This is an optimization exercise on Yosys and OpenROAD, whose aim is small area, a short achievable clock period and few clock cycles per item, not a production implementation. At most, simulation tests tie the RTL to the original design; equivalence was not proved. No activity file was given, so power comes from the tool's default toggle rates.

==> 12-24 <==
// conv_pe_top
module conv_pe_top (
    input  logic        clk,
    input  logic        rst,
    input  logic        wght_valid_i,
    input  logic [63:0] wght_i,
    output logic        wght_ready_o,
    input  logic        act_valid_i,
    input  logic [63:0] act_i,
    output logic        act_ready_o,
    output logic [23:0] result_o,
    output logic        result_valid_o
);
Settings: LEC_CHECK=0, CAP_MARGIN=20, CORE_MARGIN=2, CORE_UTILIZATION=65, CTS_CLUSTER_DIAMETER=140, CTS_CLUSTER_SIZE=25, SETUP_SLACK_MARGIN=3.05, SLEW_MARGIN=20, SYNTH_HIERARCHICAL=1, SYNTH_MINIMUM_KEEP_SIZE=0; clock period 5.0 ns.
standard.sh (not shown) runs the stock make flow with config.mk's settings and CLKGATE_MAP_FILE= SYNTH_SCRIPT=/design/flow/synth_recipe.tcl, a recipe that flattens the netlist after the stock synthesis.
==> flow/flow/run.sh <==
#!/bin/bash
# The standard layout, with two resizer settings changed: cells may be
# swapped for ones of another footprint during repair, and the port buffers
# are plain buffers instead of the smallest-area (delay) buffer.
set -euo pipefail
bash standard.sh MATCH_CELL_FOOTPRINT=0 "BUFFER_PORTS_ARGS=-buffer_cell sky130_fd_sc_hd__buf_2" finish > make.log 2>&1
==> inputs of 02-19, as changes to 12-24 <==
- ABC_AREA: default -> 1
==> comparison table <==
Result of the run: 12-24 timing/DRC/antenna clean; 02-19 timing/DRC/antenna clean
Arrival time worst endpoint: 12-24 1.10 ns; 02-19 1.11 ns
Ratio of routed vias to standard cells: 12-24 5.293; 02-19 5.167
WL met1: 12-24 33450 µm; 02-19 33430 µm
First-pass detailed-route iteration total: 12-24 9; 02-19 5
Area taken by multi-input logic gates: 12-24 15300 µm²; 02-19 14910 µm²
Register area: 12-24 23040 µm²; 02-19 23070 µm²
Proportion of layout cells with a drive suffix above 1: 12-24 18.03%; 02-19 15.71%
Half-perimeter wire length after placement: 12-24 63150 µm; 02-19 64530 µm
Final worst setup slack: 12-24 2.902 ns; 02-19 2.888 ns
Multi-input logic cell count: 12-24 1368; 02-19 1436
Clock Latency Late Sink: 12-24 0.64 ns; 02-19 0.66 ns
Worst Hold Path EP: 12-24 wring[4][17]; 02-19 wring[1][58]
Initial core utilization: 12-24 65.84%; 02-19 65.29%
Total chip power: 12-24 0.02535 W; 02-19 0.02521 W
WL met2: 12-24 37830 µm; 02-19 39490 µm
Initial DRC count: 12-24 1312; 02-19 1203
Post-layout util: 12-24 70.77%; 02-19 70.11%
Portion of total power attributed to the clock network: 12-24 17.8%; 02-19 18.1%
Synthesized-area fraction occupied by xor and xnor cells: 12-24 0.6955%; 02-19 0.3352%
Placed instance area: 12-24 40080 µm²; 02-19 40360 µm²
Die height: 12-24 248.5 µm; 02-19 249.5 µm
Max Freq: 12-24 0.4767 GHz; 02-19 0.4735 GHz
Testbench counts of 12-24, summed over its fixed seeds: cycles 8,892, windows 900.
Testbench counts of 02-19, summed over its fixed seeds: cycles 8,892, windows 900.

---

==> run Y <==
conv_pe_top, a different RTL version from the one above (not shown whole).
==> flow/config.mk <==
export PLATFORM = sky130hd
export DESIGN_NAME = conv_pe_top
export DESIGN_NICKNAME = conv_pe_top
export VERILOG_FILES = /design/flow/design.v
export SDC_FILE = /design/flow/constraint.sdc
export NUM_CORES = 4
export LEC_CHECK = 0
export CAP_MARGIN = 20
export CORE_MARGIN = 2
export CORE_UTILIZATION = 65
export CTS_CLUSTER_DIAMETER = 140
export CTS_CLUSTER_SIZE = 25
export SETUP_SLACK_MARGIN = 2.95
export SLEW_MARGIN = 20
export SYNTH_HIERARCHICAL = 1
export SYNTH_MINIMUM_KEEP_SIZE = 0
==> flow/constraint.sdc <==
create_clock -name core_clock -period 5.0 [get_ports {clk}]
set_input_delay 1.0000 -clock core_clock [delete_from_list [all_inputs] [get_ports {clk}]]
set_output_delay 1.0000 -clock core_clock [all_outputs]
set_load 0.01 [all_outputs]
Scripts as last shown in full above: flow/flow/run.sh
==> run A: changes against run Y <==
==> flow/flow/run.sh (replaced) <==
#!/bin/bash
# The standard layout, with two resizer settings changed: cells may be
# swapped for ones of another footprint during repair, and the port buffers
# are plain buffers instead of the smallest-area (delay) buffer.
set -euo pipefail
bash standard.sh MATCH_CELL_FOOTPRINT=0 "BUFFER_PORTS_ARGS=-buffer_cell sky130_fd_sc_hd__buf_1" finish > make.log 2>&1
TNS_END_PERCENT = 10   (was not set)
==> run F: changes against run Y <==
==> flow/run.sh (new file) <==
#!/bin/bash
# synth_recipe.tcl (not shown) runs the flow's synth.tcl, then flattens the netlist and writes it again
# the make line also repeats each setting of config.mk as NAME=value (left out here)
make -C /OpenROAD-flow-scripts/flow DESIGN_CONFIG=/design/flow/config.mk WORK_HOME=/design/flow/orfs CLKGATE_MAP_FILE= SYNTH_SCRIPT=/design/flow/synth_recipe.tcl finish
TNS_END_PERCENT = 10   (was not set)
removed: flow/flow/run.sh
removed: flow/standard.sh
==> results.sh <==
export IMPL_grt_max_degree=50
export IMPL_run_status="complete, no violations"
export IMPL_drt_initial_drc_count=1379
export IMPL_vias=18570
export IMPL_crit_family="adder cells"
export IMPL_seq_power_share=0.509
[end of results for run F]
==> results.sh <==
export IMPL_run_status="complete, no violations"
export IMPL_vias=18470
export IMPL_hold_path_end="r4[2]"
export IMPL_grt_max_degree=41
export IMPL_drt_initial_drc_count=1319
export IMPL_crit_family="flip-flops"
export IMPL_finalMaxSlewViolations=0
[end of results for run Y]
==> results.sh <==
export IMPL_vias=18460
export IMPL_run_status="complete, no violations"
export IMPL_crit_family="adder cells"
export IMPL_drt_initial_drc_count=1453
[end of results for run A]
No run of this note included a check of the RTL's function; only the layout flow was run.

[port drivers added, routing unchanged]
No port has a modelled driver above. Below, the same layouts with a new extraction and two added sets of constraints.
Step 1: set_driving_cell puts a clkbuf_16 on clk and a buf_2 on each other input, an assumption about the parent block.
Step 2 moves the port delays by t, midway between the first and last clock arrival at a register: inputs arrive t later, outputs are due t later. That takes back most of the time a late clock gives input paths.
a / b / c = no drivers / after step 1 / after step 2; a / b = the first two.
| run | shift t [ns] | slack for setup (ns) | hold WS [ns] |
|---|---|---|---|
| 12-24 | 0.690 | 2.902 / 2.841 / 2.523 | 0.318 / 0.318 / 0.318 |
| 02-19 | 0.704 | 2.888 / 2.825 / 2.434 | 0.319 / 0.319 / 0.319 |
| run Y | 0.689 | 2.884 / 2.819 / 2.590 | 0.326 / 0.326 / 0.326 |
| run A | 0.698 | 2.846 / 2.826 / 2.342 | 0.325 / 0.325 / 0.325 |
| run F | 0.685 | 2.846 / 2.837 / 2.411 | 0.319 / 0.319 / 0.319 |
After both steps every run listed still meets setup and hold. For run A, which loses most, drivers alone change the setup slack by -0.020 ns; drivers and shift together by -0.504 ns.
